This is an optimization exercise on Yosys and OpenROAD, whose aim is small area, not a production implementation.
In this exercise RTL edits were held to simulation tests only and were not proved equivalent to the original.
Power figures rest on the tool's default switching activity, not on a simulated workload.

$ cat flow/run.sh
#!/bin/bash
# synth_recipe.tcl (not shown) runs the flow's synth.tcl, then flattens the netlist and writes it again
# the make line also repeats each setting of config.mk as NAME=value (left out here)
make -C /OpenROAD-flow-scripts/flow DESIGN_CONFIG=/design/flow/config.mk WORK_HOME=/design/flow/orfs CLKGATE_MAP_FILE= SYNTH_SCRIPT=/design/flow/synth_recipe.tcl finish
$ cat flow/config.mk
export PLATFORM = sky130hd
export DESIGN_NAME = regfile_32x32
export DESIGN_NICKNAME = regfile_32x32
export VERILOG_FILES = /design/flow/design.v
export SDC_FILE = /design/flow/constraint.sdc
export NUM_CORES = 4
export LEC_CHECK = 0
export CAP_MARGIN = 20
export CELL_PAD_IN_SITES_DETAIL_PLACEMENT = 1
export CELL_PAD_IN_SITES_GLOBAL_PLACEMENT = 2
export CORE_MARGIN = 2
export CORE_UTILIZATION = 30
export PLACE_DENSITY = 0.4
export SLEW_MARGIN = 20
$ cat flow/constraint.sdc
create_clock -name core_clock -period 10.0 [get_ports {clk}]
set_input_delay 2.0000 -clock core_clock [delete_from_list [all_inputs] [get_ports {clk}]]
set_output_delay 2.0000 -clock core_clock [all_outputs]
set_load 0.01 [all_outputs]
$ cat flow/design.v
module regfile_32x32 #(
    parameter int DATA_WIDTH = 32,
    parameter int ADDR_WIDTH = 5,
    parameter int NUM_REGS   = 2**ADDR_WIDTH
) (
    input  logic                  clk,
    input  logic                  rst_n,
    input  logic [ADDR_WIDTH-1:0] readreg1,
    input  logic [ADDR_WIDTH-1:0] readreg2,
    input  logic [ADDR_WIDTH-1:0] writereg,
    input  logic [DATA_WIDTH-1:0] writedata,
    input  logic                  regwrite,
    output logic [DATA_WIDTH-1:0] read_data1,
    output logic [DATA_WIDTH-1:0] read_data2
);
    logic [DATA_WIDTH-1:0] regs [NUM_REGS];
    logic                  wr_live;
    assign wr_live = regwrite && (writereg != '0);
    always_ff @(posedge clk or negedge rst_n) begin
        if (!rst_n) begin
            for (int i = 0; i < NUM_REGS; i++) begin
                regs[i] <= '0;
            end
        end else if (wr_live) begin
            regs[writereg] <= writedata;
        end
    end
    function automatic logic [DATA_WIDTH-1:0] read_port(
        input logic                  live,
        input logic [ADDR_WIDTH-1:0] idx,
        input logic [DATA_WIDTH-1:0] stored,
        input logic                  wr_en,
        input logic [ADDR_WIDTH-1:0] wr_idx,
        input logic [DATA_WIDTH-1:0] wr_data
    );
        logic [DATA_WIDTH-1:0] val;
        val = stored;
        if (!live || idx == '0) begin
            val = '0;
        end else if (wr_en && wr_idx == idx) begin
            val = wr_data;
        end
        read_port = val;
    endfunction
    always_comb begin
        read_data1 = read_port(rst_n, readreg1, regs[readreg1],
                               wr_live, writereg, writedata);
    end
    always_comb begin
        read_data2 = read_port(rst_n, readreg2, regs[readreg2],
                               wr_live, writereg, writedata);
    end
endmodule
==> results of run 1 <==
## logic make-up after synthesis
kind of cell / synth area share
muxes: 0.2290
buffers and inverters: 0.03901
xor gates and xnor gates: 0.001713
DFF: 0.4856
and+or+nand+nor: 0.08669
AOI/OAI and AO/OA: 0.1581
## cells in the mapped netlist, types with 8 or more instances
cell | number | area share
dfrtp_1 | 992 | 0.49
nor3_1 | 49 | 0.0048
a2111oi_0 | 41 | 0.0070
nand2b_1 | 14 | 0.0017
a221oi_1 | 52 | 0.0089
nand3b_1 | 12 | 0.0018
a221o_1 | 11 | 0.0022
nor2_1 | 89 | 0.0065
nor2_4 | 8 | 0.0018
nand3_1 | 90 | 0.0088
nor2b_1 | 12 | 0.0015
a22o_1 | 68 | 0.012
or3_1 | 11 | 0.0013
and3_1 | 111 | 0.014
xnor2_1 | 10 | 0.0017
a21oi_1 | 106 | 0.010
a31oi_1 | 16 | 0.0020
a22oi_1 | 639 | 0.094
and2_1 | 8 | 0.00098
nor2_2 | 24 | 0.0029
nand4_1 | 133 | 0.016
nor3b_1 | 9 | 0.0013
buf_4 | 21 | 0.0031
clkbuf_1 | 235 | 0.017
a32oi_1 | 22 | 0.0038
mux2i_1 | 41 | 0.0080
o22ai_1 | 12 | 0.0015
buf_2 | 137 | 0.013
buf_1 | 46 | 0.0034
nor4_1 | 44 | 0.0054
o21ai_0 | 77 | 0.0075
inv_1 | 14 | 0.0010
nand2_1 | 144 | 0.011
mux2_2 | 1003 | 0.22
## worst max path at each step
| stage | startpoint | end | slack [ns] | cells past startpoint |
|---|---|---|---|---|
| global placement | readreg2[1] | read_data2[28] | 1.53 | 9 |
| floorplan | readreg2[4] | read_data2[3] | 4.34 | 10 |
| global route | readreg2[1] | read_data2[28] | 1.25 | 9 |
| CTS | readreg2[1] | read_data2[28] | 1.46 | 9 |
| detailed placement | readreg2[1] | read_data2[28] | 1.44 | 9 |
| finish | readreg2[1] | read_data2[28] | 1.12 | 9 |
## power groups by stage
stage	clock, mW	combinational, mW	sequential [mW]
floorplan	0	1.11	5.28
global placement	0	1.78	5.72
detailed placement	0	1.82	5.71
CTS	4.86	1.82	5.65
global route	5.02	1.93	5.76
finish	4.80	1.85	5.71
## layout by cell type (no fill, tap or decap), types with 16 or more instances in the layout
cell             instances
diode_2                 22
a22o_1                  68
dfrtp_1                992
nand2_1                133
a32oi_1                 22
clkbuf_16              122
o21ai_0                 77
nor3_1                  46
mux2i_1                 41
nor2_1                  38
a31oi_1                 16
clkdlybuf4s50_1        101
a221oi_1                52
nor4_1                  43
and3_1                 111
a22oi_1                639
nor2_4                  80
nand4_1                133
mux2_2                1003
a21oi_1                106
clkbuf_1                27
buf_4                  248
clkbuf_8                28
a2111oi_0               39
nand3_1                 86
clkinv_2                19
## metrics by stage
step                      setup WS, ns  instances  utilization  cell area (µm²)
final                            1.124       6805       0.3562            60290
after global routing             1.250       6784       0.3559            60240
after CTS                        1.463       6783       0.3558            60230
after detailed placement         1.445       6558       0.3310            56030
after global placement           1.525       6550       0.3299            55850
after floorplan                  4.338       4405            -            51120
## layer usage
metal,vias to the layer above,track usage,wire length [µm]
li1,17210,-,-
met2,3017,0.6078,156500
met1,25750,0.5735,157700
met4,22,0.2064,21080
met3,815,0.08691,30920
met5,-,0,164
## layout make-up
type	count	area [µm²]
Sequential cell	992	24820
Inverter	14	52.55
Antenna cell	22	55.05
Timing Repair Buffer	379	3374
Fill cell	17970	109000
Clock buffer	177	3540
Multi-Input combinational cell	2955	25010
Clock inverter	48	659.4
Tap cell	2218	2775
==> results.yml, run 1 <==
yosys:
  synth_cell_types: 70
  syn_inst: 4405
  synth_nets: 4455
  seq_area_frac_synth: 0.4856
  synthArstFlopShare: 1.000
  ys_dominant_reg_cell: "dfrtp_1"
  avgSynthCellArea_um2: 11.61
  synth_area_um2: 51120
  synth_edf_count: 0
  synth_seq_cells: 992
  ys_warn_count: 2
power_and_ir_drop:
  p_seq_frac: 0.462
  pwr-share-comb: 0.150
  swShare: 0.3144
  pwr_density_cell_nw_per_um2: 204.9
  power_switching_mw: 3.884
  clockPowerShare: 0.389
  peakVddDrop_mv: 0.1450
  p_int_mw: 8.469
  power_mw: 12.35
  p_leak_nw: 25.55
routing:
  firstDrtPassIters: 8
  drt_iter0_markers: 6670
  drt_wl_total_um: 366400
  num_vias: 46820
  viasPerCell: 6.880
  antenna_left: 0
  detail_route.wl_per_cell_um: 53.84
  drc: 0
timing:
  hold_slack_ns: 0.5289
  max_slew_margin: 0.1214
  hold_violations: 0
  report.final.slew_viol_count: 0
  setup_violations: 0
  rsz0062_at_grt: "false"
  final.setup_skew_ns: 0
  clock.fmax_mhz: 112.7
  finalWorstPathRequiredPeriod_ns: 8.876
  tightest_slew_ns: 1.313
  period_share: 0.8876
  tns_ns: 0
clocking:
  clk_pin_slew_worst_paths_ns: 0.06
  cts_setup_buffers: 0
  cts_buffers: 121
  worstSkewPairLatency_ns: 0.79
  htree_levels: 3
  hold_buffers: 0
  clk_path_buf_depth: 3
  root_buffer: "clkbuf_16"
  cts_resized: 0
  cts_tree: "done"
  cts.sinks: 992
floorplan:
  core_area_um2: 169300
  dieArea_um2: 173700
  die_w_um: 416.8
  chipHeight_um: 416.8
  initial_core_util: 0.3020
  ioPinCount: 114
  fp-row-count: 151
worst_setup_path:
  cp.buffers_inverters: 3
  reg2reg_from: "regs[31][16]"
  crit_chain: "buf_2 > nand2b_1 > nor2_4 > buf_4 > a22oi_1 > nand4_1 > and4b_1 > a31oi_1 > clkdlybuf4s50_1"
  cpMaxStageDelayCell: "nor2_4"
  crit_family: "buffers and inverters"
  end_kind: "output pin"
  crit_arrival_ns: 6.88
  startpoint_type: "input pin"
  r2r-end: "regs[31][16]"
  reg2reg_slack_ns: 9.00
  required_ns: 8.00
  crit_type: "in2out"
  cp_max_fo: 26
  r2r.worst_path.cells: 1
  slowest_delay_ns: 0.97
finish:
  top_register: "regs"
  drive_above_1_share: 0.3536
  area.growth.synth_to_final_pct: 17.93
  top_regs: "regs x992"
  largest_reg_flops: 992
  layout.nets: 4513
global_route:
  grt_max_degree: 140
  gr-usage-all-layers: 0.4135
  grt_pass1_wl_um: 476800
  grt_pass1_vias: 45710
  grt_overflow: 0
  antenna_found_initial: 42
hold_path:
  holdPathStages: 1
  hp-class: "reg2reg"
  min_to: "regs[10][16]"
  hold_path_startpoint: "regs[10][16]"
flow_run:
  max-cap-violations: 0
status:
  status: "timing/DRC/antenna clean"
placement:
  numPortBuffers: 113
  gp_congestion: 0.9069
  hpwl_um: 232400
==> run 2, diff against run 1 <==
==> flow/design.v (replaced) <==
module regfile_aoi222 (
    input  logic a1, a2, b1, b2, c1, c2,
    output logic y
);
    assign y = !((a1 && a2) || (b1 && b2) || (c1 && c2));
endmodule
module regfile_nand2 (
    input  logic a, b,
    output logic y
);
    assign y = !(a && b);
endmodule
module regfile_nand4 (
    input  logic a, b, c, d,
    output logic y
);
    assign y = !(a && b && c && d);
endmodule
module regfile_or3 (
    input  logic a, b, c,
    output logic y
);
    assign y = a || b || c;
endmodule
module regfile_rd_bit (
    input  logic [31:0] sel,
    input  logic [31:0] d,
    output logic        y
);
    logic [11:0] t;
    logic [2:0]  u;
    for (genvar k = 0; k < 10; k++) begin : g_aoi
        regfile_aoi222 u_aoi (
            .a1(sel[3*k]),   .a2(d[3*k]),
            .b1(sel[3*k+1]), .b2(d[3*k+1]),
            .c1(sel[3*k+2]), .c2(d[3*k+2]),
            .y(t[k])
        );
    end
    regfile_nand2 u_nd30 (.a(sel[30]), .b(d[30]), .y(t[10]));
    regfile_nand2 u_nd31 (.a(sel[31]), .b(d[31]), .y(t[11]));
    regfile_nand4 u_n0 (.a(t[0]), .b(t[1]), .c(t[2]), .d(t[3]), .y(u[0]));
    regfile_nand4 u_n1 (.a(t[4]), .b(t[5]), .c(t[6]), .d(t[7]), .y(u[1]));
    regfile_nand4 u_n2 (.a(t[8]), .b(t[9]), .c(t[10]), .d(t[11]), .y(u[2]));
    regfile_or3   u_o  (.a(u[0]), .b(u[1]), .c(u[2]), .y(y));
endmodule
module regfile_32x32 #(
    parameter int DATA_WIDTH = 32,
    parameter int ADDR_WIDTH = 5,
    parameter int NUM_REGS   = 2**ADDR_WIDTH
) (
    input  logic                  clk,
    input  logic                  rst_n,
    input  logic [ADDR_WIDTH-1:0] readreg1,
    input  logic [ADDR_WIDTH-1:0] readreg2,
    input  logic [ADDR_WIDTH-1:0] writereg,
    input  logic [DATA_WIDTH-1:0] writedata,
    input  logic                  regwrite,
    output logic [DATA_WIDTH-1:0] read_data1,
    output logic [DATA_WIDTH-1:0] read_data2
);
    logic [DATA_WIDTH-1:0] regs  [1:NUM_REGS-1];
    logic [NUM_REGS-1:1]   valid;
    logic [NUM_REGS-1:1]   wr_sel;
    always_comb begin
        for (int i = 1; i < NUM_REGS; i++) begin
            wr_sel[i] = regwrite && (writereg == ADDR_WIDTH'(i));
        end
    end
    always_ff @(posedge clk) begin
        for (int i = 1; i < NUM_REGS; i++) begin
            if (wr_sel[i]) regs[i] <= writedata;
        end
    end
    always_ff @(posedge clk or negedge rst_n) begin
        if (!rst_n) begin
            valid <= '0;
        end else begin
            valid <= valid | wr_sel;
        end
    end
    function automatic logic [NUM_REGS-1:0] read_sel(
        input logic [ADDR_WIDTH-1:0] idx
    );
        logic hit;
        hit = rst_n && regwrite && (writereg == idx) && (idx != '0);
        read_sel[0] = hit;
        for (int i = 1; i < NUM_REGS; i++) begin
            read_sel[i] = !hit && valid[i] && (idx == ADDR_WIDTH'(i));
        end
    endfunction
    logic [NUM_REGS-1:0] sel1, sel2;
    always_comb begin
        sel1 = read_sel(readreg1);
        sel2 = read_sel(readreg2);
    end
    for (genvar b = 0; b < DATA_WIDTH; b++) begin : g_bit
        logic [NUM_REGS-1:0] col;
        always_comb begin
            col[0] = writedata[b];
            for (int i = 1; i < NUM_REGS; i++) col[i] = regs[i][b];
        end
        regfile_rd_bit u_rd1 (.sel(sel1), .d(col), .y(read_data1[b]));
        regfile_rd_bit u_rd2 (.sel(sel2), .d(col), .y(read_data2[b]));
    end
endmodule
--- a/flow/config.mk
+++ b/flow/config.mk
@@ -5,10 +5,13 @@
 export SDC_FILE = /design/flow/constraint.sdc
 export NUM_CORES = 4
 export LEC_CHECK = 0
-export CAP_MARGIN = 20
+export CAP_MARGIN = 0
 export CELL_PAD_IN_SITES_DETAIL_PLACEMENT = 1
 export CELL_PAD_IN_SITES_GLOBAL_PLACEMENT = 2
 export CORE_MARGIN = 2
 export CORE_UTILIZATION = 30
+export CTS_BUF_LIST = sky130_fd_sc_hd__clkbuf_4 sky130_fd_sc_hd__clkbuf_8
 export PLACE_DENSITY = 0.4
-export SLEW_MARGIN = 20
+export SLEW_MARGIN = 0
+export SYNTH_HIERARCHICAL = 1
+export SYNTH_MINIMUM_KEEP_SIZE = 0
==> results.yml, run 2 <==
hold_path:
  holdPathStages: 1
  min_to: "valid[9]"
  hold_path_startpoint: "valid[9]"
  hp-class: "reg2reg"
yosys:
  synth.top_cells.by_count: "edfxtp_1 (992), a222oi_1 (640), nand4_1 (200)"
  ys_warn_count: 8
  seq_area_frac_synth: 0.7526
  synth_edf_count: 992
  yosysMostFrequentCell: "edfxtp_1"
  avgSynthCellArea_um2: 17.50
  yosysTopAreaCell: "edfxtp_1"
  synth_seq_cells: 1023
  yosysTopAreaCellShare: 0.7335
  synth_nets: 2370
  synthArstFlopShare: 0.03030
  synth_area_um2: 40610
  ys_top_cells_by_area: "edfxtp_1 (73%), a222oi_1 (16%), nand4_1 (3.1%)"
  synth_cell_types: 35
  ys_dominant_reg_cell: "edfxtp_1"
  syn_inst: 2320
worst_setup_path:
  startpoint_type: "input pin"
  r2r.worst_path.cells: 1
  crit_type: "in2out"
  cp_max_fo: 18
  end_kind: "output pin"
  r2r-end: "valid[28]"
  crit_start: "readreg1[0]"
  required_ns: 8.00
  reg2reg_slack_ns: 9.15
  crit_arrival_ns: 6.75
  reg2reg_from: "valid[28]"
routing:
  viasPerCell: 6.590
  drt_iter0_markers: 5629
  num_vias: 30840
  drt_wl_total_um: 204100
  drc: 0
  firstDrtPassIters: 9
  detail_route.wl_per_cell_um: 43.61
  antenna_left: 0
timing:
  clock.fmax_mhz: 114.3
  tightest_slew_ns: 1.209
  period_share: 0.8751
  max_slew_margin: 0.1938
  rsz0062_at_grt: "false"
  report.final.slew_viol_count: 0
  tns_ns: 0
  worst_slack_ns: 1.249
  final.setup_skew_ns: 0
  hold_violations: 0
  finalWorstPathRequiredPeriod_ns: 8.751
  setup_violations: 0
placement:
  placed_cell_area_um2: 45570
  numPortBuffers: 113
  hpwl_um: 114400
  gp_congestion: 0.7921
  placedCellCount: 4342
  dp_worst_setup_slack_ns: 1.351
finish:
  stdcell_count: 4680
  area.growth.synth_to_final_pct: 21.03
  final_cell_mix: "edfxtp_1 (992), a222oi_1 (640), nand4_1 (200)"
  largest_reg_flops: 992
  mostFrequentLayoutCell: "edfxtp_1"
  top_regs: "regs x992, valid x31"
  drive_above_1_share: 0.1938
  layout.nets: 2802
  final_area_um2: 49150
  top_register: "regs"
  fillers: 13490
global_route:
  grt_max_degree: 34
  gr-usage-all-layers: 0.2899
  antenna_found_initial: 11
  grt_pass1_wl_um: 271900
  grt_overflow: 0
  grt_pass1_vias: 31960
floorplan:
  die_w_um: 371.9
  ioPinCount: 114
  fp-row-count: 135
  dieArea_um2: 138300
  core_area_um2: 135000
  initial_core_util: 0.3009
  chipHeight_um: 371.9
clocking:
  root_buffer: "clkbuf_8"
  clk_pin_slew_worst_paths_ns: 0.05
  cts.sinks: 1023
  htree_levels: 4
  cts_tree: "done"
  cts_resized: 0
  cts_buffers: 189
  cts_setup_buffers: 0
  worstSkewPairLatency_ns: 0.89
  clk_path_buf_depth: 3
  hold_buffers: 0
flow_run:
  max-cap-violations: 0
status:
  status: "timing/DRC/antenna clean"
power_and_ir_drop:
  p_leak_nw: 15.09
  power_mw: 9.422
  peakVddDrop_mv: 0.1277
  pwr_density_cell_nw_per_um2: 191.7
run 2: logic make-up (layout without fill, tap and decap cells):
family,after synthesis,in the layout,synth area share
simple gates,621,621,0.08211
flops,1023,1023,0.7526
other cells,0,9,0
xor+xnor,8,8,0.002373
compound gates,646,646,0.1599
buf+inv,22,592,0.002989
run 2: critical path: stages:
cell             delay, ns
clkdlybuf4s50_1       1.02
nor2_1                0.24
a21o_1                0.26
a211oi_4              0.68
nor2_4                0.36
buf_4                 0.37
a222oi_1              0.39
nand4_1               0.26
or3_1                 0.58
clkdlybuf4s50_1       0.57
run 2: modules after synthesis (local to each module, per instance), a selection:
module	cells	area, µm²	flops+latches
regfile_32x32	1296	32120	1023
regfile_aoi222	1	10.01	0
regfile_nand4	1	6.256	0
regfile_or3	1	6.256	0
regfile_nand2	1	3.754	0
run 2: per-layer routing:
metal	up-vias	wire [µm]	GRT usage
met5	-	105	0.004196
met3	379	17370	0.06624
met2	1734	95280	0.4644
met4	7	6952	0.1076
met1	16610	84380	0.3828
li1	12110	-	-
run 2: how the worst max path moves through the flow:
stage	slack (ns)	depth (start not counted)	to
after floorplan	2.17	8	read_data1[0]
after global placement	1.40	10	read_data1[7]
after detailed placement	1.35	10	read_data1[7]
after CTS	1.32	10	read_data1[7]
after global routing	1.21	10	read_data1[18]
final	1.25	10	read_data1[7]
run 2: through the flow:
| step | hold WS [ns] | util |
|---|---|---|
| 3_3_place_gp | 0.4832 | 0.3377 |
| 3_5_place_dp | 0.4888 | 0.3377 |
| 6_report | 0.5082 | 0.3642 |
| 5_1_grt | 0.5162 | 0.3640 |
| 2_1_floorplan | 0.4621 | - |
| 4_1_cts | 0.5071 | 0.3640 |
run 2: cell type report:
type,count,area [µm²],share of cell area
Sequential cell,1023,30560,0.6218
Tap cell,1781,2228,0.04534
Inverter,1,6.256,0.0001273
Clock inverter,86,534.3,0.01087
Multi-Input combinational cell,1275,10530,0.2142
Timing Repair Buffer,262,2245,0.04567
Antenna cell,9,22.52,0.0004582
Clock buffer,243,3025,0.06155
run 2: power breakdown:
| group | switching (mW) | total (mW) | internal, mW |
|---|---|---|---|
| sequential | 0.0500 | 4.83 | 4.78 |
| clock | 1.84 | 3.94 | 2.09 |
| combinational | 0.426 | 0.652 | 0.226 |
==> run 3, diff against run 2 <==
==> flow/config.mk (replaced) <==
export PLATFORM = sky130hd
export DESIGN_NAME = regfile_32x32
export DESIGN_NICKNAME = regfile_32x32
export VERILOG_FILES = /design/flow/design.v
export SDC_FILE = /design/flow/constraint.sdc
export NUM_CORES = 4
export LEC_CHECK = 0
export CAP_MARGIN = 20
export CELL_PAD_IN_SITES_DETAIL_PLACEMENT = 1
export CELL_PAD_IN_SITES_GLOBAL_PLACEMENT = 2
export CORE_MARGIN = 2
export CORE_UTILIZATION = 30
export PLACE_DENSITY = 0.4
export SLEW_MARGIN = 20
export SYNTH_HIERARCHICAL = 1
export SYNTH_MINIMUM_KEEP_SIZE = 0
==> results.yml, run 3 <==
timing:
  report.final.slew_viol_count: 0
  rsz0062_at_grt: "false"
  finalWorstPathRequiredPeriod_ns: 8.690
  clock.fmax_mhz: 115.1
  worst_slack_ns: 1.310
  final.setup_skew_ns: 0
  hold_violations: 0
  max_slew_margin: 0.2240
  tns_ns: 0
  setup_violations: 0
  period_share: 0.8690
  tightest_slew_ns: 1.161
finish:
  drive_above_1_share: 0.1645
  area.growth.synth_to_final_pct: 21.66
  final_area_um2: 49400
  final_cell_mix: "edfxtp_1 (992), a222oi_1 (640), nand4_1 (200)"
  fillers: 13360
  mostFrequentLayoutCell: "edfxtp_1"
  layout.nets: 2733
  top_register: "regs"
  largest_reg_flops: 992
  top_regs: "regs x992, valid x31"
routing:
  firstDrtPassIters: 10
  viasPerCell: 6.693
  drt_iter0_markers: 5497
  detail_route.wl_per_cell_um: 44.27
  antenna_left: 0
  drc: 0
  drt_wl_total_um: 202200
  num_vias: 30570
clocking:
  worstSkewPairLatency_ns: 0.73
  cts_tree: "done"
  cts_setup_buffers: 0
  clk_path_buf_depth: 3
  root_buffer: "clkbuf_16"
  cts_resized: 0
  cts.sinks: 1023
  cts_buffers: 119
  clk_pin_slew_worst_paths_ns: 0.05
  hold_buffers: 0
  htree_levels: 3
power_and_ir_drop:
  p_leak_nw: 15.10
  pwr_density_cell_nw_per_um2: 198.8
  peakVddDrop_mv: 0.1496
floorplan:
  chipHeight_um: 371.9
  dieArea_um2: 138300
  core_area_um2: 135000
  initial_core_util: 0.3009
  fp-row-count: 135
  die_w_um: 371.9
  ioPinCount: 114
yosys:
  synth_top_family_by_area: "compound AO/OA/AOI/OAI gates"
  ys_warn_count: 8
  synth-simple-area-share: 0.08211
  synthArstFlopShare: 0.03030
  yosysMostFrequentCell: "edfxtp_1"
  muxShareOfSynthArea: 0
  seq_area_frac_synth: 0.7526
  ys_dominant_reg_cell: "edfxtp_1"
  synth_nets: 2370
  synth_seq_cells: 1023
  synth_compound_area_frac: 0.1599
  synth_area_um2: 40610
  synthAdderAreaFrac: 0
  avgSynthCellArea_um2: 17.50
  synth_xor_xnor_area_share: 0.002372
  synth_cell_types: 35
  ys_top_cells_by_area: "edfxtp_1 (73%), a222oi_1 (16%), nand4_1 (3.1%)"
  yosysTopAreaCellShare: 0.7335
  yosysTopAreaCell: "edfxtp_1"
  synth.top_cells.by_count: "edfxtp_1 (992), a222oi_1 (640), nand4_1 (200)"
  syn_inst: 2320
  synth_edf_count: 992
placement:
  placed_cell_area_um2: 45590
  numPortBuffers: 113
  gp_congestion: 0.7921
  dp_worst_setup_slack_ns: 1.380
  hpwl_um: 114600
worst_setup_path:
  reg2reg_slack_ns: 9.15
  end_kind: "output pin"
  r2r.worst_path.cells: 1
  cp_max_fo: 18
  crit_start: "readreg1[0]"
  required_ns: 8.00
  crit_arrival_ns: 6.69
  endpoint: "read_data1[23]"
  startpoint_type: "input pin"
  crit_type: "in2out"
  reg2reg_from: "valid[14]"
  r2r-end: "valid[14]"
global_route:
  grt_pass1_vias: 31250
  grt_max_degree: 34
  grt_pass1_wl_um: 269200
  gr-usage-all-layers: 0.2867
  antenna_found_initial: 14
  grt_overflow: 0
hold_path:
  hp-class: "reg2reg"
flow_run:
  max-cap-violations: 0
status:
  status: "timing/DRC/antenna clean"
==> run 3: cell type report <==
cell class                      instances  area, µm²  area share
Multi-Input combinational cell       1275      10530      0.2131
Sequential cell                      1023      30560      0.6186
Inverter                                1      6.256   0.0001266
Clock inverter                         69      650.6     0.01317
Timing Repair Buffer                  263       2245     0.04543
Antenna cell                            3      7.507   0.0001520
Clock buffer                          153       3177     0.06430
Tap cell                             1781       2228     0.04510
==> run 3: worst min path at each step <==
stage | startpoint | endpoint | slack [ns] | cells after the start
2_1_floorplan | valid[12] | valid[12] | 0.46 | 1
3_3_place_gp | valid[17] | valid[17] | 0.48 | 1
3_5_place_dp | valid[9] | valid[9] | 0.49 | 1
4_1_cts | valid[16] | valid[16] | 0.50 | 1
5_1_grt | valid[8] | valid[8] | 0.52 | 1
6_report | valid[9] | valid[9] | 0.51 | 1
==> run 3: layer usage <==
| metal | part of all wire | global-route usage | wire length (µm) |
|---|---|---|---|
| met1 | 0.42 | 0.3866 | 84010 |
| met2 | 0.47 | 0.4660 | 95370 |
| met3 | 0.082 | 0.05659 | 16560 |
| met4 | 0.031 | 0.08762 | 6258 |
| met5 | 0.00011 | 0 | 23 |
==> run 3: kinds of logic (layout without fill, tap and decap cells) <==
| group | after synthesis | count (layout) |
|---|---|---|
| DFF | 1023 | 1023 |
| AOI/OAI and AO/OA | 646 | 646 |
| and+or+nand+nor | 621 | 621 |
| buffers and inverters | 22 | 486 |
| xor gates and xnor gates | 8 | 8 |
| other | 0 | 3 |
==> run 3: critical path, cell delays in order <==
cell             delay [ns]
clkdlybuf4s50_1        0.99
nor2_1                 0.25
a21o_1                 0.26
a211oi_4               0.69
nor2_4                 0.35
buf_4                  0.39
a222oi_1               0.39
nand4_1                0.21
or3_1                  0.48
clkdlybuf4s50_1        0.62
==> run 3: per-module statistics from Yosys, one instance, submodules excluded, a selection <==
module          flops+latches  cell area (µm²)  cells inside  times used
regfile_32x32            1023            32120          1296           1
regfile_aoi222              0            10.01             1         640
regfile_nand4               0            6.256             1         192
regfile_or3                 0            6.256             1          64
regfile_nand2               0            3.754             1         128
==> run 3: power breakdown <==
| group | leakage (nW) | internal [mW] | switching, mW |
|---|---|---|---|
| clock network | 1.86 | 2.51 | 1.83 |
| registers | 9.29 | 4.78 | 0.0497 |
| logic | 3.95 | 0.226 | 0.424 |
==> run 3: metrics by stage <==
stage | util | cells | hold slack, ns | power, mW
6_report | 0.3661 | 4568 | 0.5069 | 9.824
5_1_grt | 0.3660 | 4565 | 0.5180 | 10.09
4_1_cts | 0.3662 | 4565 | 0.5050 | 9.912
3_5_place_dp | 0.3378 | 4343 | 0.4899 | 5.567
3_3_place_gp | 0.3377 | 4342 | 0.4832 | 5.561
2_1_floorplan | - | 2320 | 0.4621 | 5.135

==> re-timing with driven ports <==
The flow's constraints put no driver on any port. The routed layouts listed below were extracted and timed again, unchanged, in two steps.
Step 1 assumes that a clkbuf_16 drives the clock port and a buf_2 every other input.
Step 2 also shifts input and output timing later by t, the mid clock arrival at the registers, as if the neighbouring blocks saw the same clock.
Slacks: ideal ports / drivers / drivers and shift; pairs: ideal ports / drivers.
run	t (ns)	setup slack, ns	worst hold slack (ns)
run 1	0.871	1.124 / 1.094 / 1.094	0.529 / 0.529 / 0.529
run 2	0.957	1.249 / 1.156 / 1.156	0.508 / 0.508 / 0.508
run 3	0.806	1.310 / 1.208 / 1.208	0.507 / 0.507 / 0.507
After both steps setup and hold are still met in every run listed. The setup slack of run 3, which loses most, moves by -0.102 ns with the drivers and by -0.102 ns with both steps.
